Source: an optimization exercise on an open RTL-to-GDS flow (aim: a short achievable clock period and few clock cycles). Production flows keep margins and buffers that such runs may drop.
At most, simulation tests tie the RTL to the original design; equivalence was not proved.
For run 7, only the layout was checked, not whether the RTL still works.
The clock cells of runs 1 and 4 to 7 come from the design's own scripts or RTL, not from TritonCTS.
The flow treats the clock pin as an ideal source. Dropping or thinning the clock tree relies on that and would not hold on a real chip.
Power and IR drop assume default switching activity.

**flow/config.mk**
```make
export PLATFORM = sky130hd
export DESIGN_NAME = arm_fire_controller_core
export DESIGN_NICKNAME = arm_fire_controller_core
export VERILOG_FILES = /design/flow/design.v
export SDC_FILE = /design/flow/constraint.sdc
export NUM_CORES = 4
export LEC_CHECK = 0
export ABC_CLOCK_PERIOD_IN_PS = 2500
export CAP_MARGIN = 20
export CORE_MARGIN = 2
export CORE_UTILIZATION = 40
export SLEW_MARGIN = 20
export SYNTH_HIERARCHICAL = 1
```
**flow/constraint.sdc**
```tcl
create_clock -name core_clock -period 15.0 [get_ports {i_clk}]
set_input_delay 3.0000 -clock core_clock [delete_from_list [all_inputs] [get_ports {i_clk}]]
set_output_delay 3.0000 -clock core_clock [all_outputs]
set_load 0.01 [all_outputs]
```
**flow/design.v**
```verilog
`default_nettype none
package afc_pkg;
    localparam int PHASE_BITS_DEF = 16;
    localparam int LEVEL_BITS_DEF = 8;
    localparam int IN_DATA_W  = 8;
    localparam int OUT_DATA_W = 16;
    localparam int CFG_IDX_W  = 3;
    localparam int CFG_DATA_W = 16;
    localparam int LED_W      = 8;
    localparam logic [1:0] MODE_STARTUP = 2'd0;
    localparam logic [1:0] MODE_READY   = 2'd1;
    localparam logic [1:0] MODE_ARMED   = 2'd2;
    localparam logic [1:0] MODE_FIRING  = 2'd3;
    localparam logic [2:0] MSG_NONE     = 3'd0;
    localparam logic [2:0] MSG_READY    = 3'd1;
    localparam logic [2:0] MSG_ARMED    = 3'd2;
    localparam logic [2:0] MSG_DISARMED = 3'd3;
    localparam logic [2:0] MSG_FIRING   = 3'd4;
    localparam logic [2:0] MSG_FIRED    = 3'd5;
    localparam logic [CFG_IDX_W-1:0] CFG_STARTUP_MS  = 3'd0;
    localparam logic [CFG_IDX_W-1:0] CFG_FIRING_MS   = 3'd1;
    localparam logic [CFG_IDX_W-1:0] CFG_DEBOUNCE_MS = 3'd2;
    localparam logic [CFG_IDX_W-1:0] CFG_BLINK_MS    = 3'd3;
    localparam logic [CFG_IDX_W-1:0] CFG_PHASE_STEP  = 3'd4;
    localparam logic [15:0] STARTUP_MS_RST  = 16'd1000;
    localparam logic [15:0] FIRING_MS_RST   = 16'd5000;
    localparam logic [15:0] DEBOUNCE_MS_RST = 16'd1000;
    localparam logic [9:0]  BLINK_MS_RST    = 10'd100;
    localparam logic [12:0] PHASE_STEP_RST  = 13'd5;
endpackage
`default_nettype wire
`default_nettype none
import afc_pkg::*;
module arm_fire_controller_core #(
    parameter int PHASE_BITS = afc_pkg::PHASE_BITS_DEF,
    parameter int LEVEL_BITS = afc_pkg::LEVEL_BITS_DEF
) (
    input  wire logic                            i_clk,
    input  wire logic                            i_rst_n,
    input  wire logic                            i_cfg_valid,
    output logic                                 o_cfg_ready,
    input  wire logic [afc_pkg::CFG_IDX_W-1:0]   i_cfg_index,
    input  wire logic [afc_pkg::CFG_DATA_W-1:0]  i_cfg_data,
    input  wire logic                            i_s_tvalid,
    output logic                                 o_s_tready,
    input  wire logic [afc_pkg::IN_DATA_W-1:0]   i_s_tdata,
    output logic                                 o_m_tvalid,
    input  wire logic                            i_m_tready,
    output logic [afc_pkg::OUT_DATA_W-1:0]       o_m_tdata,
    output logic                                 o_m_tlast
);
    localparam int FAW = 5;              
    localparam int FD  = 1 << FAW;       
    localparam int CAP = 24;             
    assign o_cfg_ready = 1'b1;
    logic        r_rst;                  
    logic        r_rdy;
    logic        r_in_v;
    logic [1:0]  r_in_d;
    logic        r_cfg_v;
    logic [2:0]  r_cfg_idx;
    logic [15:0] r_cfg_d;
    always_ff @(posedge i_clk) begin
        r_rst     <= !i_rst_n;
        r_in_v    <= i_s_tvalid && r_rdy && i_rst_n;
        r_in_d    <= i_s_tdata[1:0];
        r_cfg_v   <= i_cfg_valid && i_rst_n;
        r_cfg_idx <= i_cfg_index;
        r_cfg_d   <= i_cfg_data;
    end
    assign o_s_tready = r_rdy_o;
    logic [15:0] r_st_m1, r_fi_m1, r_deb;
    logic        r_st_z, r_fi_z, r_deb_max;
    logic [9:0]  r_bl_m1;
    logic        r_bl_z;
    logic [12:0] r_step;
    always_ff @(posedge i_clk) begin
        if (r_rst) begin
            r_st_m1   <= STARTUP_MS_RST - 16'd1;
            r_st_z    <= 1'b0;
            r_fi_m1   <= FIRING_MS_RST - 16'd1;
            r_fi_z    <= 1'b0;
            r_deb     <= DEBOUNCE_MS_RST;
            r_deb_max <= 1'b0;
            r_bl_m1   <= BLINK_MS_RST - 10'd1;
            r_bl_z    <= 1'b0;
            r_step    <= PHASE_STEP_RST;
        end else if (r_cfg_v) begin
            case (r_cfg_idx)
                CFG_STARTUP_MS: begin
                    r_st_m1 <= r_cfg_d - 16'd1;
                    r_st_z  <= r_cfg_d == 16'd0;
                end
                CFG_FIRING_MS: begin
                    r_fi_m1 <= r_cfg_d - 16'd1;
                    r_fi_z  <= r_cfg_d == 16'd0;
                end
                CFG_DEBOUNCE_MS: begin
                    r_deb     <= r_cfg_d;
                    r_deb_max <= r_cfg_d == 16'hFFFF;
                end
                CFG_BLINK_MS: begin
                    r_bl_m1 <= r_cfg_d[9:0] - 10'd1;
                    r_bl_z  <= r_cfg_d[9:0] == 10'd0;
                end
                CFG_PHASE_STEP: r_step <= r_cfg_d[12:0];
                default: ;
            endcase
        end
    end
    logic [1:0]  r_mode, n_mode;
    logic [15:0] r_pt, n_pt;
    logic [9:0]  r_bt, n_bt;
    logic [15:0] r_since, n_since;
    logic [15:0] r_phase, n_phase;
    logic        r_blink, n_blink;
    logic [2:0]  n_msg0, n_msg1;
    logic        n_two;
    logic        sw, press;
    logic [15:0] since_inc, pt_inc;
    logic [9:0]  bt_inc;
    logic        trig, fire_go, startup_done, firing_done, blink_done;
    assign sw    = r_in_d[0];
    assign press = r_in_d[1];
    assign since_inc    = (r_since == 16'hFFFF) ? r_since : r_since + 16'd1;
    assign pt_inc       = (r_pt == 16'hFFFF) ? r_pt : r_pt + 16'd1;
    assign bt_inc       = (r_bt == 10'h3FF) ? r_bt : r_bt + 10'd1;
    assign trig         = press && (r_since >= r_deb) && !r_deb_max;
    assign fire_go      = trig && (r_mode == MODE_ARMED);
    assign startup_done = r_st_z || (r_pt >= r_st_m1);
    assign firing_done  = r_fi_z || (r_pt >= r_fi_m1);
    assign blink_done   = r_bl_z || (r_bt >= r_bl_m1);
    assign n_since      = trig ? 16'd0 : since_inc;
    always_comb begin
        n_mode  = r_mode;
        n_pt    = r_pt;
        n_bt    = r_bt;
        n_blink = r_blink;
        n_phase = r_phase;
        n_msg0  = MSG_NONE;
        n_msg1  = MSG_NONE;
        n_two   = 1'b0;
        if (fire_go) begin
            n_mode  = MODE_FIRING;
            n_pt    = 16'd0;
            n_bt    = 10'd0;
            n_blink = 1'b1;
            n_msg0  = MSG_FIRING;
        end else begin
            case (r_mode)
                MODE_STARTUP: begin
                    if (startup_done) begin
                        n_mode = MODE_READY;
                        n_pt   = 16'd0;
                        n_msg0 = MSG_READY;
                    end else begin
                        n_pt   = pt_inc;
                    end
                end
                MODE_READY: begin
                    if (!sw) begin
                        n_mode  = MODE_ARMED;
                        n_phase = 16'd0;
                        n_msg0  = MSG_ARMED;
                    end
                end
                MODE_ARMED: begin
                    if (!sw) begin
                        n_phase = r_phase + {3'd0, r_step};
                    end else begin
                        n_mode = MODE_READY;
                        n_msg0 = MSG_DISARMED;
                        n_msg1 = MSG_READY;
                        n_two  = 1'b1;
                    end
                end
                default: begin  
                    if (firing_done) begin
                        n_mode  = MODE_ARMED;
                        n_pt    = 16'd0;
                        n_bt    = 10'd0;
                        n_blink = 1'b0;
                        n_phase = 16'd0;
                        n_msg0  = MSG_FIRED;
                        if (!sw) begin
                            n_msg1 = MSG_ARMED;
                            n_two  = 1'b1;
                        end
                    end else begin
                        n_pt    = pt_inc;
                        n_bt    = blink_done ? 10'd0 : bt_inc;
                        n_blink = blink_done ? !r_blink : r_blink;
                    end
                end
            endcase
        end
    end
    always_ff @(posedge i_clk) begin
        if (r_rst) begin
            r_mode  <= MODE_STARTUP;
            r_pt    <= 16'd0;
            r_bt    <= 10'd0;
            r_since <= 16'd0;
            r_phase <= 16'd0;
            r_blink <= 1'b0;
        end else if (r_in_v) begin
            r_mode  <= n_mode;
            r_pt    <= n_pt;
            r_bt    <= n_bt;
            r_since <= n_since;
            r_phase <= n_phase;
            r_blink <= n_blink;
        end
    end
    logic       r_s1_v;
    logic [2:0] r_s1_msg0;
    logic       r_s1_two;
    always_ff @(posedge i_clk) begin
        if (r_rst) r_s1_v <= 1'b0;
        else       r_s1_v <= r_in_v;
        r_s1_msg0 <= n_msg0;
        r_s1_two  <= n_two;
    end
    function automatic logic [14:0] sine_tab(input logic [3:0] idx);
        logic [14:0] v;
        case (idx)
            4'd0:    v = 15'd0;
            4'd1:    v = 15'd3212;
            4'd2:    v = 15'd6393;
            4'd3:    v = 15'd9512;
            4'd4:    v = 15'd12540;
            4'd5:    v = 15'd15447;
            4'd6:    v = 15'd18205;
            4'd7:    v = 15'd20788;
            4'd8:    v = 15'd23170;
            4'd9:    v = 15'd25330;
            4'd10:   v = 15'd27246;
            4'd11:   v = 15'd28899;
            4'd12:   v = 15'd30274;
            4'd13:   v = 15'd31357;
            4'd14:   v = 15'd32138;
            default: v = 15'd32610;
        endcase
        sine_tab = v;
    endfunction
    function automatic logic [11:0] sine_dif(input logic [3:0] idx);
        logic [11:0] v;
        case (idx)
            4'd0:    v = 12'd3212;
            4'd1:    v = 12'd3181;
            4'd2:    v = 12'd3119;
            4'd3:    v = 12'd3028;
            4'd4:    v = 12'd2907;
            4'd5:    v = 12'd2758;
            4'd6:    v = 12'd2583;
            4'd7:    v = 12'd2382;
            4'd8:    v = 12'd2160;
            4'd9:    v = 12'd1916;
            4'd10:   v = 12'd1653;
            4'd11:   v = 12'd1375;
            4'd12:   v = 12'd1083;
            4'd13:   v = 12'd781;
            4'd14:   v = 12'd472;
            default: v = 12'd158;
        endcase
        sine_dif = v;
    endfunction
    function automatic logic [13:0] sine_dif3(input logic [3:0] idx);
        logic [13:0] v;
        case (idx)
            4'd0:    v = 14'd9636;
            4'd1:    v = 14'd9543;
            4'd2:    v = 14'd9357;
            4'd3:    v = 14'd9084;
            4'd4:    v = 14'd8721;
            4'd5:    v = 14'd8274;
            4'd6:    v = 14'd7749;
            4'd7:    v = 14'd7146;
            4'd8:    v = 14'd6480;
            4'd9:    v = 14'd5748;
            4'd10:   v = 14'd4959;
            4'd11:   v = 14'd4125;
            4'd12:   v = 14'd3249;
            4'd13:   v = 14'd2343;
            4'd14:   v = 14'd1416;
            default: v = 14'd474;
        endcase
        sine_dif3 = v;
    endfunction
    logic [15:0] p1_p;
    logic [14:0] p1_x;
    logic        r_p1_v, r_p1_two, r_p1_arm, r_p1_on, r_p1_top, r_p1_q1;
    logic [1:0]  r_p1_mode;
    logic [2:0]  r_p1_msg0;
    logic [14:0] r_p1_lo;
    logic [11:0] r_p1_dif;
    logic [13:0] r_p1_dif3;
    logic [9:0]  r_p1_f;
    assign p1_p = r_phase + 16'd16384;
    assign p1_x = p1_p[14] ? (15'd16384 - {1'b0, p1_p[13:0]}) : {1'b0, p1_p[13:0]};
    always_ff @(posedge i_clk) begin
        if (r_rst) r_p1_v <= 1'b0;
        else       r_p1_v <= r_s1_v;
        r_p1_mode <= r_mode;
        r_p1_msg0 <= r_s1_msg0;
        r_p1_two  <= r_s1_two;
        r_p1_arm  <= r_mode == MODE_ARMED;
        r_p1_on   <= (r_mode == MODE_FIRING) && r_blink;
        r_p1_lo   <= sine_tab(p1_x[13:10]);
        r_p1_dif  <= sine_dif(p1_x[13:10]);
        r_p1_dif3 <= sine_dif3(p1_x[13:10]);
        r_p1_f    <= p1_x[9:0];
        r_p1_top  <= p1_x[14];
        r_p1_q1   <= p1_p[15];
    end
    function automatic logic [13:0] dif_mult(input logic [1:0] d, input logic [11:0] dif,
                                             input logic [13:0] dif3);
        case (d)
            2'd0:    dif_mult = 14'd0;
            2'd1:    dif_mult = {2'b00, dif};
            2'd2:    dif_mult = {1'b0, dif, 1'b0};
            default: dif_mult = dif3;
        endcase
    endfunction
    function automatic logic [51:0] csa(input logic [25:0] a, input logic [25:0] b,
                                        input logic [25:0] c);
        logic [25:0] sum, cry;
        sum = a ^ b ^ c;
        cry = (a & b) | (a & c) | (b & c);
        csa = {sum, cry[24:0], 1'b0};
    endfunction
    logic [25:0] p2_row [6];
    logic [25:0] p2_s1, p2_c1, p2_s2, p2_c2, p2_s3, p2_c3, p2_s4, p2_c4;
    logic        r_p2_v, r_p2_two, r_p2_arm, r_p2_on, r_p2_top, r_p2_q1;
    logic [1:0]  r_p2_mode;
    logic [2:0]  r_p2_msg0;
    logic [25:0] r_p2_s, r_p2_c;
    assign p2_row[0] = {1'b0, r_p1_lo, 10'd0};
    assign p2_row[1] = {12'd0, dif_mult(r_p1_f[1:0], r_p1_dif, r_p1_dif3)};
    assign p2_row[2] = {10'd0, dif_mult(r_p1_f[3:2], r_p1_dif, r_p1_dif3), 2'd0};
    assign p2_row[3] = {8'd0, dif_mult(r_p1_f[5:4], r_p1_dif, r_p1_dif3), 4'd0};
    assign p2_row[4] = {6'd0, dif_mult(r_p1_f[7:6], r_p1_dif, r_p1_dif3), 6'd0};
    assign p2_row[5] = {4'd0, dif_mult(r_p1_f[9:8], r_p1_dif, r_p1_dif3), 8'd0};
    assign {p2_s1, p2_c1} = csa(p2_row[0], p2_row[1], p2_row[2]);
    assign {p2_s2, p2_c2} = csa(p2_row[3], p2_row[4], p2_row[5]);
    assign {p2_s3, p2_c3} = csa(p2_s1, p2_c1, p2_s2);
    assign {p2_s4, p2_c4} = csa(p2_s3, p2_c3, p2_c2);
    always_ff @(posedge i_clk) begin
        if (r_rst) r_p2_v <= 1'b0;
        else       r_p2_v <= r_p1_v;
        r_p2_mode <= r_p1_mode;
        r_p2_msg0 <= r_p1_msg0;
        r_p2_two  <= r_p1_two;
        r_p2_arm  <= r_p1_arm;
        r_p2_on   <= r_p1_on;
        r_p2_s    <= p2_s4;
        r_p2_c    <= p2_c4;
        r_p2_top  <= r_p1_top;
        r_p2_q1   <= r_p1_q1;
    end
    logic [25:0] p3_sum;
    logic [15:0] r_p3_s;
    logic        r_p3_v, r_p3_two, r_p3_arm, r_p3_on, r_p3_q1;
    logic [1:0]  r_p3_mode;
    logic [2:0]  r_p3_msg0;
    assign p3_sum = r_p2_s + r_p2_c;
    always_ff @(posedge i_clk) begin
        if (r_rst) r_p3_v <= 1'b0;
        else       r_p3_v <= r_p2_v;
        r_p3_mode <= r_p2_mode;
        r_p3_msg0 <= r_p2_msg0;
        r_p3_two  <= r_p2_two;
        r_p3_arm  <= r_p2_arm;
        r_p3_on   <= r_p2_on;
        r_p3_s    <= r_p2_top ? 16'd32768 : p3_sum[25:10];
        r_p3_q1   <= r_p2_q1;
    end
    logic [7:0] p4_b;
    logic       r_p4_v, r_p4_two, r_p4_arm, r_p4_on, r_p4_q1, r_p4_lt, r_p4_nz;
    logic [1:0] r_p4_mode;
    logic [2:0] r_p4_msg0;
    logic [7:0] r_p4_a;
    assign p4_b = r_p3_s[7:0];
    always_ff @(posedge i_clk) begin
        if (r_rst) r_p4_v <= 1'b0;
        else       r_p4_v <= r_p3_v;
        r_p4_mode <= r_p3_mode;
        r_p4_msg0 <= r_p3_msg0;
        r_p4_two  <= r_p3_two;
        r_p4_arm  <= r_p3_arm;
        r_p4_on   <= r_p3_on;
        r_p4_q1   <= r_p3_q1;
        r_p4_a    <= r_p3_s[15:8];
        r_p4_lt   <= (p4_b < r_p3_s[15:8]) || ((p4_b == r_p3_s[15:8]) && (p4_b != 8'd0));
        r_p4_nz   <= r_p3_s != 16'd0;
    end
    logic [7:0] p5_pulse;
    logic       r_p5_v, r_p5_two;
    logic [1:0] r_p5_mode;
    logic [2:0] r_p5_msg0;
    logic [7:0] r_p5_lvl;
    assign p5_pulse = r_p4_q1 ? (8'd128 + r_p4_a - {7'd0, r_p4_lt})
                              : (8'd128 - r_p4_a + {7'd0, r_p4_lt} - {7'd0, r_p4_nz});
    always_ff @(posedge i_clk) begin
        if (r_rst) r_p5_v <= 1'b0;
        else       r_p5_v <= r_p4_v;
        r_p5_mode <= r_p4_mode;
        r_p5_msg0 <= r_p4_msg0;
        r_p5_two  <= r_p4_two;
        r_p5_lvl  <= r_p4_arm ? p5_pulse : {8{r_p4_on}};
    end
    logic [13:0]  r_mem [FD];
    logic [FAW:0] r_wp, r_rp;
    always_ff @(posedge i_clk) begin
        if (r_p5_v)
            r_mem[r_wp[FAW-1:0]] <= {r_p5_two, r_p5_msg0, r_p5_lvl, r_p5_mode};
    end
    always_ff @(posedge i_clk) begin
        if (r_rst)        r_wp <= '0;
        else if (r_p5_v)  r_wp <= r_wp + 1'b1;
    end
    logic        r_o_valid, r_o_busy, r_o_last, r_sub, r_pop_d;
    logic [1:0]  r_o_mode;
    logic [7:0]  r_o_level;
    logic [2:0]  r_o_msg;
    logic [FAW:0] r_rp1, r_rp2, rp, rp1;
    logic [13:0]  e0, e1;
    logic         ne0, ne1;
    logic         a_v, a_last, b_v, b_last, b_sub, b_pop;
    logic [12:0]  a_w, b_w;
    logic         pop;
    function automatic logic [2:0] second_msg(input logic [2:0] m0);
        second_msg = (m0 == MSG_DISARMED) ? MSG_READY : MSG_ARMED;
    endfunction
    assign rp  = r_pop_d ? r_rp1 : r_rp;
    assign rp1 = r_pop_d ? r_rp2 : r_rp1;
    assign e0  = r_pop_d ? r_mem[r_rp1[FAW-1:0]] : r_mem[r_rp[FAW-1:0]];
    assign e1  = r_pop_d ? r_mem[r_rp2[FAW-1:0]] : r_mem[r_rp1[FAW-1:0]];
    assign ne0 = r_wp != rp;
    assign ne1 = ne0 && (r_wp != rp1);
    always_ff @(posedge i_clk) begin
        if (r_rst) begin
            r_rp  <= '0;
            r_rp1 <= (FAW + 1)'(1);
            r_rp2 <= (FAW + 1)'(2);
        end else begin
            r_rp  <= rp;
            r_rp1 <= rp1;
            r_rp2 <= rp1 + 1'b1;
        end
    end
    assign a_v    = ne0;
    assign a_w    = {r_sub ? second_msg(e0[12:10]) : e0[12:10], e0[9:0]};
    assign a_last = r_sub || !e0[13];
    assign b_pop  = r_sub || !e0[13];
    assign b_sub  = !b_pop;
    assign b_v    = b_pop ? ne1 : 1'b1;
    assign b_w    = b_pop ? e1[12:0] : {second_msg(e0[12:10]), e0[9:0]};
    assign b_last = b_pop ? !e1[13] : 1'b1;
    logic        t_v, n_v, t_last, n_last, t_pop, t_sub, n_sub;
    logic [12:0] t_w, n_w;
    assign t_v    = !r_rst && (r_o_busy ? b_v : a_v);
    assign n_v    = !r_rst && a_v;
    assign t_w    = r_o_busy ? b_w : a_w;
    assign n_w    = a_w;
    assign t_last = r_o_busy ? b_last : a_last;
    assign n_last = a_last;
    assign t_pop  = !r_rst && r_o_busy && b_pop;
    assign t_sub  = !r_rst && (r_o_busy ? b_sub : r_sub);
    assign n_sub  = !r_rst && r_sub;
    assign pop = i_m_tready && t_pop;
    logic        d_valid, d_busy, d_last, d_sub, d_pop;
    logic [12:0] d_w;
    afc_tsel_en u_sel_v (
        .i_en(i_rst_n), .i_s(i_m_tready), .i_a1(t_v), .i_a0(n_v), .o_y(d_valid)
    );
    afc_tsel_en u_sel_b (
        .i_en(i_rst_n), .i_s(i_m_tready), .i_a1(t_v), .i_a0(n_v), .o_y(d_busy)
    );
    afc_tsel #(.W(16)) u_sel_d (
        .i_s(i_m_tready),
        .i_a1({t_last, t_w, t_sub, t_pop}),
        .i_a0({n_last, n_w, n_sub, 1'b0}),
        .o_y ({d_last, d_w, d_sub, d_pop})
    );
    always_ff @(posedge i_clk) begin
        r_o_valid                      <= d_valid;
        r_o_busy                       <= d_busy;
        r_o_last                       <= d_last;
        {r_o_msg, r_o_level, r_o_mode} <= d_w;
        r_sub                          <= d_sub;
        r_pop_d                        <= d_pop;
    end
    assign o_m_tvalid = r_o_valid;
    assign o_m_tlast  = r_o_last;
    assign o_m_tdata  = {2'b00, r_o_msg, r_o_level, 1'b1, r_o_mode};
    logic       r_rdy_o, d_rdy, d_rdy_o;
    logic [5:0] r_cnt;
    afc_credit #(.CAP(CAP)) u_cr (
        .i_rst(r_rst), .i_cnt(r_cnt), .i_in_v(r_in_v), .i_rdy(r_rdy), .i_pop_d(r_pop_d),
        .o_rdy(d_rdy)
    );
    afc_credit #(.CAP(CAP)) u_cr_o (
        .i_rst(r_rst), .i_cnt(r_cnt), .i_in_v(r_in_v), .i_rdy(r_rdy), .i_pop_d(r_pop_d),
        .o_rdy(d_rdy_o)
    );
    always_ff @(posedge i_clk) begin
        r_rdy   <= d_rdy;
        r_rdy_o <= d_rdy_o;
        if (r_rst) r_cnt <= '0;
        else       r_cnt <= r_cnt + {5'd0, r_in_v} - {5'd0, r_pop_d};
    end
endmodule
module afc_credit #(
    parameter int CAP = 24
) (
    input  wire logic       i_rst,
    input  wire logic [5:0] i_cnt,
    input  wire logic       i_in_v,
    input  wire logic       i_rdy,
    input  wire logic       i_pop_d,
    output logic            o_rdy
);
    logic [5:0] all_in;
    assign all_in = i_cnt + {5'd0, i_in_v} + {5'd0, i_rdy} - {5'd0, i_pop_d};
    assign o_rdy  = i_rst || (all_in < 6'(CAP));
endmodule
module afc_tsel #(
    parameter int W = 1
) (
    input  wire logic         i_s,
    input  wire logic [W-1:0] i_a1,
    input  wire logic [W-1:0] i_a0,
    output logic      [W-1:0] o_y
);
    assign o_y = i_s ? i_a1 : i_a0;
endmodule
module afc_tsel_en (
    input  wire logic i_en,
    input  wire logic i_s,
    input  wire logic i_a1,
    input  wire logic i_a0,
    output logic      o_y
);
    assign o_y = i_en && (i_s ? i_a1 : i_a0);
endmodule
`default_nettype wire
```
**flow/flow/run.sh**
```bash
#!/bin/bash
set -euo pipefail
HERE=$(pwd)
MARGIN=${MARGIN:-11.4}
export AFC_ROOT_CELL=sky130_fd_sc_hd__inv_16
export AFC_LEAF_CELL=sky130_fd_sc_hd__inv_16
export AFC_LEAF_SIZE=24
export AFC_ROOTS=4
bash standard.sh SETUP_SLACK_MARGIN=$MARGIN POST_CTS_TCL=$HERE/flow/cts_post.tcl finish > make_finish.log 2>&1
```
**flow/flow/cts_post.tcl**
```tcl
set block [ord::get_db_block]
set db [ord::get_db]
set clk_port_net [$block findNet i_clk]
set root_cell [expr {[info exists ::env(AFC_ROOT_CELL)] ? $::env(AFC_ROOT_CELL) : "sky130_fd_sc_hd__clkbuf_16"}]
set leaf_cell [expr {[info exists ::env(AFC_LEAF_CELL)] ? $::env(AFC_LEAF_CELL) : "sky130_fd_sc_hd__clkbuf_16"}]
set root_master [$db findMaster $root_cell]
set leaf_master [$db findMaster $leaf_cell]
proc in_pin {inst} {
  foreach it [$inst getITerms] {
    if {[$it getIoType] eq "INPUT" && [[$it getMTerm] getSigType] eq "SIGNAL"} { return $it }
  }
}
proc out_pin {inst} {
  foreach it [$inst getITerms] {
    if {[$it getIoType] eq "OUTPUT"} { return $it }
  }
}
set leaf_size [expr {[info exists ::env(AFC_LEAF_SIZE)] ? $::env(AFC_LEAF_SIZE) : 24}]
set n_roots [expr {[info exists ::env(AFC_ROOTS)] ? $::env(AFC_ROOTS) : 4}]

# walk the old tree
set sinks {}
set old_insts {}
set old_nets {}
set todo [list $clk_port_net]
while {[llength $todo]} {
  set net [lindex $todo 0]
  set todo [lrange $todo 1 end]
  foreach it [$net getITerms] {
    if {![$it isInputSignal] && [$it getIoType] ne "INPUT"} { continue }
    set inst [$it getInst]
    set m [$inst getMaster]
    if {[$m isSequential]} {
      lappend sinks $it
    } else {
      lappend old_insts $inst
      foreach ot [$inst getITerms] {
        if {[$ot getIoType] eq "OUTPUT" && [$ot getNet] ne "NULL"} {
          lappend todo [$ot getNet]
          lappend old_nets [$ot getNet]
        }
      }
    }
  }
}
puts "afc_cts: [llength $sinks] sinks, removing [llength $old_insts] cells and [llength $old_nets] nets"
foreach it $sinks { $it disconnect }
foreach inst $old_insts { odb::dbInst_destroy $inst }
foreach net $old_nets { odb::dbNet_destroy $net }

# sink positions
set pts {}
foreach it $sinks {
  set bb [[$it getInst] getBBox]
  lappend pts [list [expr {([$bb xMin] + [$bb xMax]) / 2.0}] [expr {([$bb yMin] + [$bb yMax]) / 2.0}]]
}

# recursive bisection into n groups of (nearly) equal size, cutting the
# longer side of each group's bounding box
proc bisect {items n} {
  if {$n <= 1} { return [list $items] }
  set xs {}; set ys {}
  foreach it $items { lappend xs [lindex $it 1]; lappend ys [lindex $it 2] }
  set xs [lsort -real $xs]; set ys [lsort -real $ys]
  set axis [expr {([lindex $xs end] - [lindex $xs 0]) >= ([lindex $ys end] - [lindex $ys 0]) ? 1 : 2}]
  set sorted [lsort -real -index $axis $items]
  set n1 [expr {$n / 2}]
  set h [expr {int(round([llength $sorted] * double($n1) / $n))}]
  return [concat [bisect [lrange $sorted 0 [expr {$h - 1}]] $n1] \
                 [bisect [lrange $sorted $h end] [expr {$n - $n1}]]]
}
proc centre {items} {
  set sx 0.0; set sy 0.0
  foreach it $items { set sx [expr {$sx + [lindex $it 1]}]; set sy [expr {$sy + [lindex $it 2]}] }
  set n [llength $items]
  return [list [expr {$sx / $n}] [expr {$sy / $n}]]
}
set items {}
set i 0
foreach p $pts { lappend items [list $i [lindex $p 0] [lindex $p 1]]; incr i }
# leaves: a multiple of the root count, at most leaf_size sinks each; the
# first cuts of the bisection then give each root its own block of leaves
set per_root [expr {int(ceil([llength $sinks] / double($leaf_size * $n_roots)))}]
set n_leaf [expr {$per_root * $n_roots}]
set groups {}
foreach rg [bisect $items $n_roots] {
  set groups [concat $groups [bisect $rg $per_root]]
}
set leaf_of [lrepeat [llength $sinks] 0]
set leaf_c {}
set root_of {}
set l 0
foreach g $groups {
  foreach it $g { lset leaf_of [lindex $it 0] $l }
  lappend leaf_c [centre $g]
  lappend root_of [expr {$l / $per_root}]
  incr l
}
set root_c {}
for {set r 0} {$r < $n_roots} {incr r} {
  set sx 0.0; set sy 0.0; set n 0
  foreach c $leaf_c ro $root_of {
    if {$ro == $r} { set sx [expr {$sx + [lindex $c 0]}]; set sy [expr {$sy + [lindex $c 1]}]; incr n }
  }
  lappend root_c [list [expr {$sx / $n}] [expr {$sy / $n}]]
}

proc place_at {inst x y} {
  set m [$inst getMaster]
  set w [$m getWidth]; set h [$m getHeight]
  $inst setLocation [expr {int($x - $w / 2)}] [expr {int($y - $h / 2)}]
  $inst setPlacementStatus PLACED
}

set root_nets {}
for {set r 0} {$r < $n_roots} {incr r} {
  set inst [odb::dbInst_create $block $root_master "afc_clkroot_$r"]
  set net [odb::dbNet_create $block "afc_clknet_root_$r"]
  $net setSigType CLOCK
  [in_pin $inst] connect $clk_port_net
  [out_pin $inst] connect $net
  lassign [lindex $root_c $r] x y
  place_at $inst $x $y
  lappend root_nets $net
}
set leaf_nets {}
for {set l 0} {$l < $n_leaf} {incr l} {
  set inst [odb::dbInst_create $block $leaf_master "afc_clkleaf_$l"]
  set net [odb::dbNet_create $block "afc_clknet_leaf_$l"]
  $net setSigType CLOCK
  [in_pin $inst] connect [lindex $root_nets [lindex $root_of $l]]
  [out_pin $inst] connect $net
  lassign [lindex $leaf_c $l] x y
  place_at $inst $x $y
  lappend leaf_nets $net
}
foreach it $sinks a $leaf_of {
  $it connect [lindex $leaf_nets $a]
}
$clk_port_net setSigType CLOCK
puts "afc_cts: $n_roots root and $n_leaf leaf buffers"

detailed_placement
set_propagated_clock [all_clocks]
estimate_parasitics -placement
report_clock_latency
if {[llength [info procs repair_timing_helper]]} {
  repair_timing_helper
  detailed_placement
  check_placement -verbose
}
```
**flow/standard.sh**
```bash
#!/bin/bash
# synth_recipe.tcl (not shown) runs the flow's synth.tcl, then flattens the netlist and writes it again
# the make line also repeats each setting of config.mk as NAME=value (left out here)
make -C /OpenROAD-flow-scripts/flow DESIGN_CONFIG=/design/flow/config.mk WORK_HOME=/design/flow/orfs CLKGATE_MAP_FILE= SYNTH_SCRIPT=/design/flow/synth_recipe.tcl "${@:-finish}"
```
==> metrics.yaml, run 1 <==
setup_slack_ps: 11230
yosys-top-cells-area: "edfxtp_1, mux4_2, dfxtp_1"
drv_slew: 0
ys_types: 78
cp_max_fo: 1
dr.pass1.iters: 5
std_cell_rows: 122
yosysTopAreaCell: "edfxtp_1"
start_util: 0.402
synth_fa_ha_area_frac: 0.0705
ys_seq_area_frac: 0.477
drc: 0
wl_met3_mm: 9.88
wl_met2_mm: 56.0
antenna_found_initial: 2
stdcell_area_um2: 47700
yosys_warnings: 8
vias: 28500
slowest_delay_ps: 400
io_pins: 52
setup_viol: 0
avgViaCountPerCell: 5.92
m1WireLength_mm: 50.1
grt_pass1_wl_mm: 180
start_kind: "register"
die_y_um: 337
crit_required_ps: 12000
numClockSinks: 835
top_layer_used: "met4"
vdd_drop_max_v: 0.000139
whs_path_depth: 0
ant_nets: 0
async_flop_share: 0
synth_mux_area_frac: 0.236
hold_viol: 0
rr_worst_depth: 8
cap_violations: 0
synth_top_family_by_area: "multiplexers"
yosys.area_share.simple: 0.0810
end_kind: "output pin"
grtUsageTotal: 0.211
status: "complete, no violations"
num_antenna_cells: 0
finalClockSkew_ps: 24.7
area_growth_pct: 7.39
crit_cells: 1
die_w_um: 337
finalNonFillerCells: 4820
core_area_um2: 110000
synthMostInstantiatedCell: "edfxtp_1"
drive_gt1_frac: 0.208
post-route-period-util: 0.251
synth_compound_area_frac: 0.0778
worst_slew_pin_slew_ps: 1100
crit_slowest_cell: "dfxtp_4"
worstSetupPathType: "reg -> out"
dr.first_iter.drc_count: 2858
hold_class: "reg -> reg"
yosys-top-cells-count: "edfxtp_1, dfxtp_1, mux4_2"
crit_chain: "buf_6"
wl_mm: 120
gp_congestion: 0.842
syn_area_per_cell_um2: 13.1
cp_top_family: "flip-flops"
crit_arrival_ps: 770
placed_cells: 4758
synth.cell_area_um2: 44400
netlist.area_leader.share: 0.303
wl_per_cell_um: 25.0
powerDensity_nw_per_um2: 85.1
synth_xor_area_frac: 0.0199
die_area_um2: 114000
largest_register_ffs: 448
nets: 3589
gr-total-overflow: 0
crit_buf_inv: 1
leakage_nw: 16.4
ys_ff_latch: 835
synthFlopType: "edfxtp_1"
utilization: 0.432
numPortBuffers: 41
post-place-ws_ps: 9270
grt_max_degree: 83
finalCriticalPeriod_ps: 3770
dpl_cell_area_um2: 46300
dp_hpwl_mm: 75.0
max_slew_margin: 0.264
synth_cells: 3385
rsz0062_at_grt: "true"
clkSlewWorstSetupHoldPaths_ps: 90
max_freq_mhz: 265
fin_setup_tns_ps: 0
clkLatencyLatePin_ps: 260
synth_edf_count: 448
grt_pass1_vias: 28200
per-layer routing:
| layer | up-vias | global-route usage |
|---|---|---|
| li1 | 12800 | - |
| met1 | 14300 | 0.290 |
| met2 | 1259 | 0.341 |
| met3 | 190 | 0.0360 |
| met4 | 0 | 0.0639 |
| met5 | - | 0 |
layout make-up:
type / instances / area [um^2]
Timing Repair Buffer: 121 / 1240
Sequential cell: 835 / 21300
Tap cell: 1488 / 1860
Inverter: 228 / 1510
Fill cell: 10100 / 62700
Multi-Input combinational cell: 2148 / 21800
stage by stage:
step	hold WS, ps	power (mW)
2_1_floorplan	310	2.89
3_5_place_dp	312	3.02
3_3_place_gp	311	3.02
5_1_grt	337	4.22
6_report	331	4.06
cell usage in the layout (no fill, tap or decap), types with 49 or more instances in the layout:
cell,netlist,routed
a21oi_1,135,135
a22oi_1,49,49
buf_4,12,58
dfxtp_1,387,361
edfxtp_1,448,448
ha_1,178,178
inv_1,184,184
mux2_2,62,62
mux2i_1,104,103
mux4_2,382,382
nand2_1,217,217
nand3_1,72,72
nor2_1,215,182
o21ai_0,62,62
xnor2_1,67,64
path summary, 6_finish.rpt:
path / start / to / slack, ps
max: r_o_mode[0] / o_m_tdata[0] / 11230
min: r_p1_mode[0] / r_p2_mode[0] / 330
min reg2reg: r_p1_mode[0] / r_p2_mode[0] / 330
max reg2reg: r_rp2[1] / r_o_level[7] / 11520
cell families after synthesis:
kind of cell,after synthesis
fa+ha+maj,223
flops,835
simple gates,754
other cells,2
mux,558
compound gates,508
buf+inv,406
xor+xnor,99
where the power goes:
part | switching [mW] | internal, mW | total, mW
registers | 0.0531 | 2.41 | 2.46
logic | 0.263 | 0.270 | 0.532
clock network | 0.889 | 0.174 | 1.06
total | 1.20 | 2.85 | 4.06
modules after synthesis (local to each module, per instance), a selection:
module	times used	flip-flops and latches
arm_fire_controller_core	1	835
afc_tsel_en	2	0
Testbench counts, summed over its fixed seeds: cycles 41,066.
==> inputs of run 2 (changes only) <==
==> flow/flow/run.sh (replaced) <==
#!/bin/bash
set -euo pipefail
HERE=$(pwd)
MARGIN=${MARGIN:-11.4}
export AFC_ROOT_CELL=sky130_fd_sc_hd__inv_16
export AFC_LEAF_CELL=sky130_fd_sc_hd__inv_16
export AFC_LEAF_SIZE=24
export AFC_ROOTS=4
bash standard.sh SETUP_SLACK_MARGIN=$MARGIN POST_CTS_TCL=$HERE/flow/cts_post.tcl \
  PRE_IO_PLACEMENT_TCL=$HERE/flow/io_pins.tcl finish > make_finish.log 2>&1
==> flow/flow/io_pins.tcl (new file) <==
# Keep every port together in the middle of the left edge, so the input and
# output registers, and the logic between them, sit close to their pins.
set die [[ord::get_db_block] getDieArea]
set h [expr {[ord::dbu_to_microns [$die dy]]}]
set lo [expr {int($h / 2 - 45)}]
set hi [expr {int($h / 2 + 45)}]
set_io_pin_constraint -region left:$lo-$hi -pin_names [get_full_name [get_ports *]]
==> metrics.yaml, run 2 <==
status: "did not finish"
failing_step: "3_2_place_iop"
stop_error: "[ERROR STA-2204] get_property _40b505bac47f0000_p_Port _b0b505bac47f0000_p_Port _20b605bac47f0000_p_Port _90b605bac47f0000_p_Port _80ba05bac47f0000_p_Port _f0ba05bac47..."
syn_area_per_cell_um2: 13.1
async_flop_share: 0
ys_seq_area_frac: 0.477
netlist.area_leader.share: 0.303
yosys-top-cells-area: "edfxtp_1, mux4_2, dfxtp_1"
synth.cell_area_um2: 44400
synth_top_family_by_area: "multiplexers"
yosysTopAreaCell: "edfxtp_1"
yosys_warnings: 8
synth_edf_count: 448
yosys.area_share.simple: 0.0810
synth_mux_area_frac: 0.236
synth_cells: 3385
ys_types: 78
std_cell_rows: 122
start_util: 0.402
ys_ff_latch: 835
yosys-top-cells-count: "edfxtp_1, dfxtp_1, mux4_2"
die_w_um: 337
die_y_um: 337
synthFlopType: "edfxtp_1"
synth_compound_area_frac: 0.0778
synth_xor_area_frac: 0.0199
synthMostInstantiatedCell: "edfxtp_1"
synth_fa_ha_area_frac: 0.0705
-- run 2: cell counts after synthesis --
Identical to the previous run, type by type.
-- run 2: per-module statistics from Yosys, one instance, submodules excluded, excerpt --
| module | cells inside | cell area [um^2] | copies in the design | flip-flops and latches |
|---|---|---|---|---|
| afc_tsel_en | 2 | 16.3 | 2 | 0 |
| arm_fire_controller_core | 3311 | 43700 | 1 | 835 |
-- run 2: kinds of logic after synthesis --
family          count (synthesis)
fa+ha+maj                     223
flops                         835
mux                           558
simple gates                  754
buf+inv                       406
other cells                     2
xor+xnor                       99
compound gates                508
==> inputs of run 3 (changes only) <==
--- a/flow/config.mk
+++ b/flow/config.mk
@@ -8,6 +8,7 @@
 export ABC_CLOCK_PERIOD_IN_PS = 2500
 export CAP_MARGIN = 20
 export CORE_MARGIN = 2
-export CORE_UTILIZATION = 40
+export CORE_UTILIZATION = 55
+export PLACE_DENSITY = 0.72
 export SLEW_MARGIN = 20
 export SYNTH_HIERARCHICAL = 1
==> metrics.yaml, run 3 <==
synth_fa_ha_area_frac: 0.0705
synthMostInstantiatedCell: "edfxtp_1"
yosys-top-cells-area: "edfxtp_1, mux4_2, dfxtp_1"
stop_error: "[ERROR STA-2204] get_property _40059f09dd7f0000_p_Port _b0059f09dd7f0000_p_Port _20069f09dd7f0000_p_Port _90069f09dd7f0000_p_Port _800a9f09dd7f0000_p_Port _f00a9f09dd7..."
ys_types: 78
synthFlopType: "edfxtp_1"
start_util: 0.553
yosys-top-cells-count: "edfxtp_1, dfxtp_1, mux4_2"
ys_seq_area_frac: 0.477
syn_area_per_cell_um2: 13.1
std_cell_rows: 104
die_y_um: 288
die_w_um: 288
synth_cells: 3385
async_flop_share: 0
synth_xor_area_frac: 0.0199
synth.cell_area_um2: 44400
yosysTopAreaCell: "edfxtp_1"
synth_compound_area_frac: 0.0778
yosys.area_share.simple: 0.0810
synth_mux_area_frac: 0.236
failing_step: "3_2_place_iop"
synth_edf_count: 448
status: "did not finish"
netlist.area_leader.share: 0.303
yosys_warnings: 8
synth_top_family_by_area: "multiplexers"
ys_ff_latch: 835
==> run 3: cell counts after synthesis <==
Identical to the previous run, type by type.
==> run 3: cell families after synthesis <==
group,after synthesis
buffers and inverters,406
AO/OA/AOI/OAI,508
multiplexers,558
adder cells (fa/ha/maj),223
other,2
AND/OR/NAND/NOR,754
XOR/XNOR,99
flip-flops,835
==> run 3: per-module statistics from Yosys, one instance, submodules excluded, excerpt <==
| module | cells inside | cell area, um^2 | flops+latches |
|---|---|---|---|
| arm_fire_controller_core | 3311 | 43700 | 835 |
| afc_tsel_en | 2 | 16.3 | 0 |
==> inputs of run 4 (changes only) <==
--- a/flow/flow/io_pins.tcl
+++ b/flow/flow/io_pins.tcl
@@ -4,4 +4,6 @@
 set h [expr {[ord::dbu_to_microns [$die dy]]}]
 set lo [expr {int($h / 2 - 45)}]
 set hi [expr {int($h / 2 + 45)}]
-set_io_pin_constraint -region left:$lo-$hi -pin_names [get_full_name [get_ports *]]
+set names {}
+foreach port [get_ports *] { lappend names [get_full_name $port] }
+set_io_pin_constraint -region left:$lo-$hi -pin_names $names
==> metrics.yaml, run 4 <==
netlist.area_leader.share: 0.303
slowest_delay_ps: 460
power.total_mw: 4.08
numClockSinks: 835
crit_buf_inv: 1
vdd_drop_max_v: 0.000143
end_kind: "output pin"
reg2reg_to: "r_o_msg[0]"
avgViaCountPerCell: 6.89
min_delay_worst_endpoint: "r_p2_msg0[2]"
finalClockSkew_ps: 18.1
synthFlopType: "edfxtp_1"
crit_required_ps: 12000
dp_hpwl_mm: 74.8
clkSlewWorstSetupHoldPaths_ps: 90
drc: 0
max_slew_margin: 0.278
core_area_um2: 80300
ant_nets: 0
finalCriticalPeriod_ps: 3830
crit_slowest_cell: "dfxtp_4"
largest_register_ffs: 448
crit_chain: "buf_6"
cap_violations: 0
grtUsageTotal: 0.298
yosys-top-cells-area: "edfxtp_1, mux4_2, dfxtp_1"
hold_viol: 0
io_pins: 52
die_y_um: 288
die_w_um: 288
dr.first_iter.drc_count: 4368
ys_types: 78
cp_top_family: "flip-flops"
synthMostInstantiatedCell: "edfxtp_1"
r2r_start: "r_rp[2]"
start_util: 0.553
leakage_nw: 16.3
async_flop_share: 0
hold_class: "reg -> reg"
ys_ff_latch: 835
final_cell_mix: "edfxtp_1, mux4_2, dfxtp_1, nand2_1, inv_1"
gp_congestion: 0.883
synth.cell_area_um2: 44400
syn_area_per_cell_um2: 13.1
status: "complete, no violations"
std_cell_rows: 104
wl_per_cell_um: 28.4
rrSetupSlack_ps: 11500
powerDensity_nw_per_um2: 86.3
whs_path_depth: 0
num_antenna_cells: 0
rsz0062_at_grt: "true"
vias: 30100
worst_slew_pin_slew_ps: 1080
rr_worst_depth: 10
die_area_um2: 83000
synth_edf_count: 448
drive_gt1_frac: 0.205
numPortBuffers: 41
post-route-period-util: 0.255
ys_seq_area_frac: 0.477
clkLatencyLatePin_ps: 250
drv_slew: 0
wl_mm: 124
min_from: "r_p1_msg0[2]"
yosysTopAreaCell: "edfxtp_1"
area_growth_pct: 6.43
gr-total-overflow: 0
setup_viol: 0
nets: 3572
start_kind: "register"
max_freq_mhz: 261
grt_pass1_wl_mm: 185
yosys-top-cells-count: "edfxtp_1, dfxtp_1, mux4_2"
dr.pass1.iters: 5
worstSetupPathType: "reg -> out"
fillers: 5972
grt_pass1_vias: 30300
layout_commonest_cell: "edfxtp_1"
antenna_found_initial: 0
fin_setup_tns_ps: 0
synth_cells: 3385
cp_max_fo: 1
yosys_warnings: 8
crit_arrival_ps: 830
grt_max_degree: 81
[run 4: cell counts after synthesis]
Identical to the previous run, type by type.
[run 4: area by class of cell]
class | count | area, um^2 | share of cell area
Multi-Input combinational cell | 2148 | 21900 | 0.463
Sequential cell | 835 | 21300 | 0.450
Inverter | 228 | 1510 | 0.0320
Timing Repair Buffer | 104 | 1240 | 0.0262
Tap cell | 1060 | 1330 | 0.0281
[run 4: layer usage]
metal	track usage	vias up	routed length, um
met2	0.474	2049	57000
met4	0.114	0	5920
met5	0	-	0
li1	-	12800	-
met1	0.396	14900	46200
met3	0.0761	403	15200
[run 4: per-module statistics from Yosys (local to each module, per instance), excerpt]
module	flip-flops and latches	area, um^2	cells
arm_fire_controller_core	835	43700	3311
afc_tsel_en	0	16.3	2
[run 4: where the power goes]
group	leakage, nW	switching (mW)	internal (mW)
clock network	0.391	0.881	0.174
registers	7.07	0.0604	2.41
logic	8.88	0.277	0.279
[run 4: kinds of logic after synthesis]
family | Yosys count | share of synthesized area
AOI/OAI and AO/OA | 508 | 0.0778
adders and majority gates | 223 | 0.0705
DFF | 835 | 0.477
and+or+nand+nor | 754 | 0.0810
xor gates and xnor gates | 99 | 0.0199
other | 2 | 0.000169
buffers and inverters | 406 | 0.0369
muxes | 558 | 0.236
[run 4: how the worst max path moves through the flow]
stage	startpoint	endpoint	slack, ps	cells after the start
3_5_place_dp	r_rp1[0]	r_o_level[7]	9180	11
5_1_grt	r_o_level[6]	o_m_tdata[9]	11150	1
6_report	r_o_level[4]	o_m_tdata[7]	11170	1
3_3_place_gp	r_rp1[0]	r_o_level[7]	9250	11
2_1_floorplan	i_m_tready	r_o_level[0]	11350	3
[run 4: stage by stage]
| stage | instances | setup slack (ps) | area, um^2 | hold slack, ps | util |
|---|---|---|---|---|---|
| global placement | 4305 | 9250 | 45700 | 311 | 0.570 |
| detailed placement | 4306 | 9180 | 45700 | 312 | 0.570 |
| floorplan | 3388 | 11350 | 44400 | 310 | - |
| finish | 4375 | 11170 | 47300 | 328 | 0.589 |
| global route | 4375 | 11150 | 47300 | 335 | 0.589 |
==> inputs of run 5 (changes only) <==
--- a/flow/config.mk
+++ b/flow/config.mk
@@ -8,7 +8,6 @@
 export ABC_CLOCK_PERIOD_IN_PS = 2500
 export CAP_MARGIN = 20
 export CORE_MARGIN = 2
-export CORE_UTILIZATION = 55
-export PLACE_DENSITY = 0.72
+export CORE_UTILIZATION = 40
 export SLEW_MARGIN = 20
 export SYNTH_HIERARCHICAL = 1
==> metrics.yaml, run 5 <==
hold_viol: 0
cp_max_fo: 1
r2r_start: "r_rp1[0]"
clkSlewWorstSetupHoldPaths_ps: 90
gp_congestion: 0.879
leakage_nw: 16.5
synth_cells: 3385
area_growth_pct: 7.83
cp_top_family: "flip-flops"
hold_class: "reg -> reg"
crit_arrival_ps: 830
setup_viol: 0
powerDensity_nw_per_um2: 85.3
rsz0062_at_grt: "true"
finalNonFillerCells: 4826
ys_types: 78
std_cell_rows: 122
synth_edf_count: 448
wl_mm: 123
cap_violations: 0
vdd_drop_max_v: 0.000135
crit_required_ps: 12000
worst_slew_pin_slew_ps: 1110
end_kind: "output pin"
num_antenna_cells: 0
crit_buf_inv: 1
largest_register_ffs: 448
dp_hpwl_mm: 78.0
numPortBuffers: 41
fillers: 9952
start_util: 0.402
status: "complete, no violations"
antenna_found_initial: 1
dr.first_iter.drc_count: 3087
synthFlopType: "edfxtp_1"
final_cell_mix: "edfxtp_1, mux4_2, dfxtp_1, nand2_1, inv_1"
yosys-top-cells-area: "edfxtp_1, mux4_2, dfxtp_1"
ant_nets: 0
post-place-ws_ps: 9960
min_delay_worst_endpoint: "r_p2_s[23]"
reg2reg_to: "r_o_msg[1]"
async_flop_share: 0
layout_commonest_cell: "edfxtp_1"
gr-total-overflow: 0
drc: 0
start_kind: "register"
crit_slowest_cell: "dfxtp_4"
vias: 28800
yosysTopAreaCell: "edfxtp_1"
utilization: 0.434
post-route-period-util: 0.255
nets: 3595
min_from: "r_p1_lo[13]"
drive_gt1_frac: 0.210
max_freq_mhz: 261
placed_cells: 4766
slowest_delay_ps: 430
power.total_mw: 4.09
grt_pass1_vias: 28000
grt_pass1_wl_mm: 181
synthMostInstantiatedCell: "edfxtp_1"
clkLatencyLatePin_ps: 250
die_y_um: 337
rrSetupSlack_ps: 11480
avgViaCountPerCell: 5.97
worstSetupPathType: "reg -> out"
die_area_um2: 114000
ys_ff_latch: 835
io_pins: 52
finalCriticalPeriod_ps: 3830
whs_path_depth: 0
core_area_um2: 110000
synth.cell_area_um2: 44400
finalClockSkew_ps: 21.6
die_w_um: 337
wl_per_cell_um: 25.5
dpl_cell_area_um2: 46400
numClockSinks: 835
grtUsageTotal: 0.214
stdcell_area_um2: 47900
rr_worst_depth: 11
setup_slack_ps: 11170
dr.pass1.iters: 8
yosys-top-cells-count: "edfxtp_1, dfxtp_1, mux4_2"
max_slew_margin: 0.257
ys_seq_area_frac: 0.477
crit_chain: "buf_6"
drv_slew: 0
holdWs_ps: 326
yosys_warnings: 8
syn_area_per_cell_um2: 13.1
fin_setup_tns_ps: 0
netlist.area_leader.share: 0.303
grt_max_degree: 89
## run 5: changes by cell type in the layout (fill, tap and decap cells not counted), moves of 3 or more
cell,change
nor2_2,+25
nor2_4,-24
buf_4,+23
nor2b_1,+5
nor2b_2,-5
buf_8,-3
## run 5: Yosys stat by module, one instance, submodules excluded, a selection
module,area (um^2),cells,flops+latches
afc_tsel_en,16.3,2,0
arm_fire_controller_core,43700,3311,835
## run 5: how the worst max path moves through the flow
stage | startpoint | endpoint | cells past startpoint
floorplan | i_m_tready | r_o_level[0] | 3
global placement | r_rp1[0] | r_o_level[6] | 10
finish | r_o_level[5] | o_m_tdata[8] | 1
detailed placement | r_rp1[0] | r_o_level[5] | 10
global route | r_o_level[5] | o_m_tdata[8] | 1
## run 5: cell families after synthesis
| family | after synthesis | synth area share |
|---|---|---|
| mux | 558 | 0.236 |
| buf+inv | 406 | 0.0369 |
| other cells | 2 | 0.000169 |
| fa+ha+maj | 223 | 0.0705 |
| compound gates | 508 | 0.0778 |
| xor+xnor | 99 | 0.0199 |
| flops | 835 | 0.477 |
| simple gates | 754 | 0.0810 |
## run 5: report_power, final
| group | internal [mW] | switching [mW] | total, mW |
|---|---|---|---|
| Clock | 0.175 | 0.899 | 1.07 |
| Combinational | 0.277 | 0.271 | 0.548 |
| Sequential | 2.41 | 0.0564 | 2.46 |
## run 5: cell type report
type | instances | area [um^2] | area share
Inverter | 228 | 1510 | 0.0315
Multi-Input combinational cell | 2147 | 21700 | 0.454
Tap cell | 1488 | 1860 | 0.0389
Timing Repair Buffer | 128 | 1480 | 0.0309
Sequential cell | 835 | 21300 | 0.445
## run 5: per-layer routing
metal	vias to the layer above	track usage	share of wire
li1	12800	-	-
met1	14400	0.295	0.42
met2	1313	0.334	0.45
met3	245	0.0552	0.10
met4	2	0.0629	0.036
met5	-	0	0.00011
==> inputs of run 6 (changes only) <==
--- a/flow/flow/run.sh
+++ b/flow/flow/run.sh
@@ -7,4 +7,4 @@
 export AFC_LEAF_SIZE=24
 export AFC_ROOTS=4
 bash standard.sh SETUP_SLACK_MARGIN=$MARGIN POST_CTS_TCL=$HERE/flow/cts_post.tcl \
-  PRE_IO_PLACEMENT_TCL=$HERE/flow/io_pins.tcl finish > make_finish.log 2>&1
+  PRE_CTS_TCL=$HERE/flow/place_out.tcl finish > make_finish.log 2>&1
==> flow/flow/place_out.tcl (new file) <==
# Put each output port's buffer, and the flip-flop that drives it, right
# next to the port's pin, then legalize.
set block [ord::get_db_block]
set core [$block getCoreArea]
proc afc_driver {net} {
  if {$net eq "NULL"} { return "" }
  foreach it [$net getITerms] {
    if {[$it getIoType] eq "OUTPUT"} { return [$it getInst] }
  }
  return ""
}
proc afc_input_net {inst} {
  foreach it [$inst getITerms] {
    if {[$it getIoType] eq "INPUT" && [[$it getMTerm] getSigType] eq "SIGNAL"} { return [$it getNet] }
  }
  return "NULL"
}
set moved 0
foreach bt [$block getBTerms] {
  if {[$bt getIoType] ne "OUTPUT"} { continue }
  set buf [afc_driver [$bt getNet]]
  if {$buf eq ""} { continue }
  set ff [afc_driver [afc_input_net $buf]]
  if {$ff eq "" || ![[$ff getMaster] isSequential]} { continue }
  set bb [$bt getBBox]
  set px [expr {([$bb xMin] + [$bb xMax]) / 2}]
  set py [expr {([$bb yMin] + [$bb yMax]) / 2}]
  # the nearest core point, then one and two cell widths further in
  set cx [expr {min(max($px, [$core xMin]), [$core xMax])}]
  set cy [expr {min(max($py, [$core yMin]), [$core yMax])}]
  set dx [expr {$cx == [$core xMin] ? 1 : ($cx == [$core xMax] ? -1 : 0)}]
  set dy [expr {$cy == [$core yMin] ? 1 : ($cy == [$core yMax] ? -1 : 0)}]
  set i 0
  foreach inst [list $buf $ff] {
    set m [$inst getMaster]
    set w [$m getWidth]; set h [$m getHeight]
    set off [expr {2000 + $i * 6000}]
    set x [expr {$cx + $dx * $off - ($dx < 0 ? $w : 0)}]
    set y [expr {$cy + $dy * $off - ($dy < 0 ? $h : 0)}]
    if {$dx == 0} { set x [expr {$x - $w / 2}] }
    if {$dy == 0} { set y [expr {$y - $h / 2}] }
    $inst setLocation [expr {int($x)}] [expr {int($y)}]
    $inst setPlacementStatus PLACED
    incr i
  }
  incr moved
}
puts "afc_place_out: moved $moved output buffer and flip-flop pairs"
detailed_placement
removed: flow/flow/io_pins.tcl
==> metrics.yaml, run 6 <==
status: "complete, no violations"
max_freq_mhz: 271
slowest_delay_ps: 330
clkSlewWorstSetupHoldPaths_ps: 90
whs_path_depth: 0
worstSetupPathType: "reg -> out"
crit_slowest_cell: "dfxtp_2"
hold_class: "reg -> reg"
io_pins: 52
fillers: 10100
crit_buf_inv: 1
post-place-ws_ps: 9270
numClockSinks: 835
dp_hpwl_mm: 75.0
dr.pass1.iters: 5
reg2reg_to: "r_o_level[7]"
synth_cells: 3385
avgViaCountPerCell: 5.92
num_antenna_cells: 0
netlist.area_leader.share: 0.303
hold_viol: 0
nets: 3592
finalCriticalPeriod_ps: 3690
cp_max_fo: 1
cap_violations: 0
ys_seq_area_frac: 0.477
ys_ff_latch: 835
yosysTopAreaCell: "edfxtp_1"
setup_slack_ps: 11310
largest_register_ffs: 448
synthFlopType: "edfxtp_1"
drc: 0
synthMostInstantiatedCell: "edfxtp_1"
dpl_cell_area_um2: 46300
syn_area_per_cell_um2: 13.1
crit_arrival_ps: 690
worst_slew_pin_slew_ps: 1080
dr.first_iter.drc_count: 2752
ant_nets: 0
finalClockSkew_ps: 22.8
antenna_found_initial: 4
std_cell_rows: 122
vdd_drop_max_v: 0.000137
start_kind: "register"
crit_chain: "buf_6"
synth.cell_area_um2: 44400
start_util: 0.402
die_y_um: 337
gr-total-overflow: 0
leakage_nw: 16.4
min_delay_worst_endpoint: "r_p2_s[23]"
grt_max_degree: 83
ys_types: 78
die_area_um2: 114000
core_area_um2: 110000
grt_pass1_wl_mm: 181
power.total_mw: 4.07
min_from: "r_p1_lo[13]"
final_cell_mix: "edfxtp_1, mux4_2, dfxtp_1, nand2_1, inv_1"
wl_mm: 120
cp_top_family: "flip-flops"
area_growth_pct: 7.32
crit_required_ps: 12000
layout_commonest_cell: "edfxtp_1"
drive_gt1_frac: 0.206
stdcell_area_um2: 47600
rsz0062_at_grt: "true"
r2r_start: "r_rp2[1]"
grtUsageTotal: 0.211
gp_congestion: 0.842
synth_edf_count: 448
wl_per_cell_um: 24.9
numPortBuffers: 41
max_slew_margin: 0.277
async_flop_share: 0
fin_setup_tns_ps: 0
end_kind: "output pin"
yosys_warnings: 8
rrSetupSlack_ps: 11470
rr_worst_depth: 8
post-route-period-util: 0.246
drv_slew: 0
die_w_um: 337
yosys-top-cells-area: "edfxtp_1, mux4_2, dfxtp_1"
clkLatencyLatePin_ps: 260
yosys-top-cells-count: "edfxtp_1, dfxtp_1, mux4_2"
vias: 28600
grt_pass1_vias: 28300
powerDensity_nw_per_um2: 85.3
setup_viol: 0
run 6: cells by family after synthesis:
| logic type | Yosys count | share of synthesized area |
|---|---|---|
| and+or+nand+nor | 754 | 0.0810 |
| buffers and inverters | 406 | 0.0369 |
| other | 2 | 0.000169 |
| adders and majority gates | 223 | 0.0705 |
| DFF | 835 | 0.477 |
| xor gates and xnor gates | 99 | 0.0199 |
| muxes | 558 | 0.236 |
| AOI/OAI and AO/OA | 508 | 0.0778 |
run 6: routing by layer:
metal / global-route usage / vias to the layer above / wire length, um
li1: - / 12800 / -
met1: 0.291 / 14300 / 50100
met2: 0.340 / 1210 / 55300
met3: 0.0340 / 213 / 9950
met4: 0.0748 / 4 / 4700
met5: 0 / - / 34
run 6: layout make-up:
type                            instances  area, um^2  share of cell area
Inverter                              228        1510              0.0318
Multi-Input combinational cell       2148       21800               0.457
Tap cell                             1488        1860              0.0391
Timing Repair Buffer                  124        1240              0.0260
Sequential cell                       835       21200               0.446
run 6: how the worst max path moves through the flow:
| stage | startpoint | end | slack [ps] | depth (start not counted) |
|---|---|---|---|---|
| 3_3_place_gp | r_rp1[1] | r_o_level[7] | 9260 | 11 |
| 6_report | r_rdy_o | o_s_tready | 11310 | 1 |
| 5_1_grt | r_pt[9] | r_phase[0] | 11220 | 11 |
| 3_5_place_dp | r_rp1[1] | r_o_level[7] | 9270 | 11 |
| 2_1_floorplan | i_m_tready | r_o_level[0] | 11350 | 3 |
run 6: metrics by stage:
step | hold slack, ps | utilization | cells
global placement | 311 | 0.420 | 4758
floorplan | 310 | - | 3388
detailed placement | 312 | 0.420 | 4758
global route | 337 | 0.432 | 4823
finish | 331 | 0.432 | 4823
run 6: modules after synthesis (local to each module, per instance), excerpt:
module | cell area (um^2) | cells | flip-flops and latches
arm_fire_controller_core | 43700 | 3311 | 835
afc_tsel_en | 16.3 | 2 | 0
run 6: power breakdown:
| group | internal (mW) | leakage (nW) | switching (mW) |
|---|---|---|---|
| clock | 0.174 | 0.391 | 0.898 |
| sequential | 2.41 | 7.07 | 0.0492 |
| combinational | 0.269 | 8.94 | 0.268 |
| total | 2.85 | 16.4 | 1.22 |
==> inputs of run 7 (changes only) <==
--- a/flow/design.v
+++ b/flow/design.v
@@ -49,9 +49,9 @@
     output logic [afc_pkg::OUT_DATA_W-1:0]       o_m_tdata,
     output logic                                 o_m_tlast
 );
-    localparam int FAW = 5;              
+    localparam int FAW = 4;              
     localparam int FD  = 1 << FAW;       
-    localparam int CAP = 24;             
+    localparam int CAP = FD;             
     assign o_cfg_ready = 1'b1;
     logic        r_rst;                  
     logic        r_rdy;
@@ -375,49 +375,35 @@
         r_p3_s    <= r_p2_top ? 16'd32768 : p3_sum[25:10];
         r_p3_q1   <= r_p2_q1;
     end
-    logic [7:0] p4_b;
-    logic       r_p4_v, r_p4_two, r_p4_arm, r_p4_on, r_p4_q1, r_p4_lt, r_p4_nz;
+    logic [7:0] p4_a, p4_b, p4_pulse;
+    logic       p4_lt, p4_nz;
+    logic       r_p4_v, r_p4_two;
     logic [1:0] r_p4_mode;
     logic [2:0] r_p4_msg0;
-    logic [7:0] r_p4_a;
-    assign p4_b = r_p3_s[7:0];
+    logic [7:0] r_p4_lvl;
+    assign p4_a     = r_p3_s[15:8];
+    assign p4_b     = r_p3_s[7:0];
+    assign p4_lt    = (p4_b < p4_a) || ((p4_b == p4_a) && (p4_b != 8'd0));
+    assign p4_nz    = r_p3_s != 16'd0;
+    assign p4_pulse = r_p3_q1 ? (8'd128 + p4_a - {7'd0, p4_lt})
+                              : (8'd128 - p4_a + {7'd0, p4_lt} - {7'd0, p4_nz});
     always_ff @(posedge i_clk) begin
         if (r_rst) r_p4_v <= 1'b0;
         else       r_p4_v <= r_p3_v;
         r_p4_mode <= r_p3_mode;
         r_p4_msg0 <= r_p3_msg0;
         r_p4_two  <= r_p3_two;
-        r_p4_arm  <= r_p3_arm;
-        r_p4_on   <= r_p3_on;
-        r_p4_q1   <= r_p3_q1;
-        r_p4_a    <= r_p3_s[15:8];
-        r_p4_lt   <= (p4_b < r_p3_s[15:8]) || ((p4_b == r_p3_s[15:8]) && (p4_b != 8'd0));
-        r_p4_nz   <= r_p3_s != 16'd0;
-    end
-    logic [7:0] p5_pulse;
-    logic       r_p5_v, r_p5_two;
-    logic [1:0] r_p5_mode;
-    logic [2:0] r_p5_msg0;
-    logic [7:0] r_p5_lvl;
-    assign p5_pulse = r_p4_q1 ? (8'd128 + r_p4_a - {7'd0, r_p4_lt})
-                              : (8'd128 - r_p4_a + {7'd0, r_p4_lt} - {7'd0, r_p4_nz});
-    always_ff @(posedge i_clk) begin
-        if (r_rst) r_p5_v <= 1'b0;
-        else       r_p5_v <= r_p4_v;
-        r_p5_mode <= r_p4_mode;
-        r_p5_msg0 <= r_p4_msg0;
-        r_p5_two  <= r_p4_two;
-        r_p5_lvl  <= r_p4_arm ? p5_pulse : {8{r_p4_on}};
+        r_p4_lvl  <= r_p3_arm ? p4_pulse : {8{r_p3_on}};
     end
     logic [13:0]  r_mem [FD];
     logic [FAW:0] r_wp, r_rp;
     always_ff @(posedge i_clk) begin
-        if (r_p5_v)
-            r_mem[r_wp[FAW-1:0]] <= {r_p5_two, r_p5_msg0, r_p5_lvl, r_p5_mode};
+        if (r_p4_v)
+            r_mem[r_wp[FAW-1:0]] <= {r_p4_two, r_p4_msg0, r_p4_lvl, r_p4_mode};
     end
     always_ff @(posedge i_clk) begin
         if (r_rst)        r_wp <= '0;
-        else if (r_p5_v)  r_wp <= r_wp + 1'b1;
+        else if (r_p4_v)  r_wp <= r_wp + 1'b1;
     end
     logic        r_o_valid, r_o_busy, r_o_last, r_sub, r_pop_d;
     logic [1:0]  r_o_mode;
==> metrics.yaml, run 7 <==
die_area_um2: 81000
synthFlopType: "dfxtp_1"
layout_commonest_cell: "dfxtp_1"
setup_slack_ps: 11240
die_y_um: 285
start_util: 0.405
wl_mm: 76.3
finalCriticalPeriod_ps: 3760
crit_slowest_cell: "dfxtp_2"
fillers: 7061
crit_chain: "inv_4 > ha_4 > nor2b_4 > o21a_1 > o21a_1 > o21a_1 > o21a_1 > o21a_1 > o21a_1 > o21a_1 > fa_2 > inv_2 > ha_4 > inv_2 > ha_4 > o21bai_4 > a211oi_2 > a211o_1 > nand2_1 > a221oi_2 > xnor2_1 > nand2_1 > nand2_2"
fin_setup_tns_ps: 0
numClockSinks: 587
std_cell_rows: 102
grt_max_degree: 73
multi_input_area_um2: 16300
grt_pass1_wl_mm: 119
post-place-ws_ps: 10830
wl_per_cell_um: 20.6
clkLatencyLatePin_ps: 210
slowest_delay_ps: 360
end_kind: "register"
ant_nets: 0
vdd_drop_max_v: 0.000109
die_w_um: 285
dr.pass1.iters: 5
io_pins: 52
ys_ff_latch: 587
cap_violations: 0
placed_cells: 3661
rsz0062_at_grt: "true"
drive_gt1_frac: 0.172
powerDensity_nw_per_um2: 83.4
numPortBuffers: 41
worst_slew_pin_slew_ps: 968
crit_arrival_ps: 3850
post-route-period-util: 0.251
yosys-top-cells-count: "dfxtp_1, nand2_1, edfxtp_1"
worstSetupPathType: "reg -> reg"
max_freq_mhz: 266
clkSlewWorstSetupHoldPaths_ps: 80
cp_max_fo: 2
yosysTopAreaCell: "dfxtp_1"
critPathMostFrequentCell: "o21a_1"
holdWs_ps: 316
ys_types: 80
yosys-top-cells-area: "dfxtp_1, edfxtp_1, mux4_2"
gp_congestion: 0.831
dr.first_iter.drc_count: 1350
syn_area_per_cell_um2: 11.7
netlist.area_leader.share: 0.231
yosys_warnings: 8
setup_viol: 0
synth_edf_count: 224
antenna_found_initial: 0
drc: 0
vias: 21000
core_area_um2: 77700
avgViaCountPerCell: 5.67
finalNonFillerCells: 3704
seq_area_um2: 14000
max_slew_margin: 0.355
finalClockSkew_ps: 19.5
nets: 2924
dp_hpwl_mm: 49.9
num_antenna_cells: 0
leakage_nw: 12.9
area_growth_pct: 7.47
ys_seq_area_frac: 0.444
final_cell_mix: "dfxtp_1, nand2_1, edfxtp_1, mux4_2, inv_1"
synth.cell_area_um2: 31500
grtUsageTotal: 0.185
grt_pass1_vias: 21300
synthMostInstantiatedCell: "dfxtp_1"
crit_required_ps: 15090
drv_slew: 0
start_kind: "register"
async_flop_share: 0
hold_viol: 0
status: "complete, no violations"
hold_class: "reg -> reg"
largest_register_ffs: 224
synth_cells: 2691
gr-total-overflow: 0
==> run 7: cell count changes in the layout (fill, tap and decap cells not counted), sizes merged, moves of 11 or more <==
cell / change
a211oi: -17
a21oi: -12
a221oi: -25
a22oi: -18
a31oi: +17
buf: -28
dfxtp: -24
edfxtp: -224
mux2i: -69
mux4: -174
nor2: -48
o21ai: -22
xnor2: -11
==> run 7: logic make-up (layout without fill, tap and decap cells) <==
kind of cell	after synthesis	in the layout	share of synthesized area
AOI/OAI and AO/OA	449	449	0.0965
xor gates and xnor gates	95	95	0.0267
adders and majority gates	226	226	0.101
buffers and inverters	344	313	0.0443
DFF	587	587	0.444
muxes	321	321	0.189
other	2	5	0.000239
and+or+nand+nor	667	668	0.0982
==> run 7: path summary, 6_finish.rpt <==
path,from,to,slack [ps],cells past startpoint
max,r_p3_s[9],r_p4_lvl[7],11240,23
min,r_p3_mode[0],r_p4_mode[0],320,0
max reg2reg,r_p3_s[9],r_p4_lvl[7],11240,23
min reg2reg,r_p3_mode[0],r_p4_mode[0],320,0
==> run 7: metal layers <==
layer	global-route usage	vias up	part of all wire
met3	0.0201	155	0.050
met2	0.333	614	0.51
met5	0	-	0
met1	0.230	10400	0.41
li1	-	9828	-
met4	0.0638	0	0.032
==> run 7: per-stage QoR <==
stage	power (mW)	area (um^2)	utilization
final	2.82	33800	0.435
after floorplan	1.99	31500	-
after global placement	2.06	32900	0.423
after detailed placement	2.08	32900	0.423
after global routing	2.94	33800	0.435
==> run 7: power by group <==
part | switching, mW | leakage (nW) | internal (mW)
Clock | 0.636 | 0.313 | 0.139
Combinational | 0.185 | 7.43 | 0.162
Sequential | 0.0374 | 5.15 | 1.66
==> run 7: critical path: cells and delay by family (launching register included) <==
family / cells / cell delay (ps)
fa+ha+maj: 4 / 880
flops: 1 / 360
xor+xnor: 1 / 160
buf+inv: 3 / 160
compound gates: 11 / 1750
simple gates: 4 / 360
==> run 7: layout make-up <==
| class | count | area share |
|---|---|---|
| inverters | 218 | 0.0396 |
| multi-input cells | 1764 | 0.481 |
| flip-flops and latches | 587 | 0.415 |
| well taps | 1040 | 0.0385 |
| repair buffers | 95 | 0.0262 |
==> run 7: per-module statistics from Yosys, one instance, submodules excluded, excerpt <==
| module | copies in the design | cells | area, um^2 | flip-flops and latches |
|---|---|---|---|---|
| arm_fire_controller_core | 1 | 2619 | 30800 | 587 |
| afc_tsel_en | 2 | 2 | 16.3 | 0 |

Setup slack of run 7, layout unchanged: 11.236 ns with ideal ports, 11.119 ns with driving cells assumed (clock clkbuf_16, inputs buf_2), 11.176 ns with port delays also shifted by the 0.437 ns mid clock arrival.
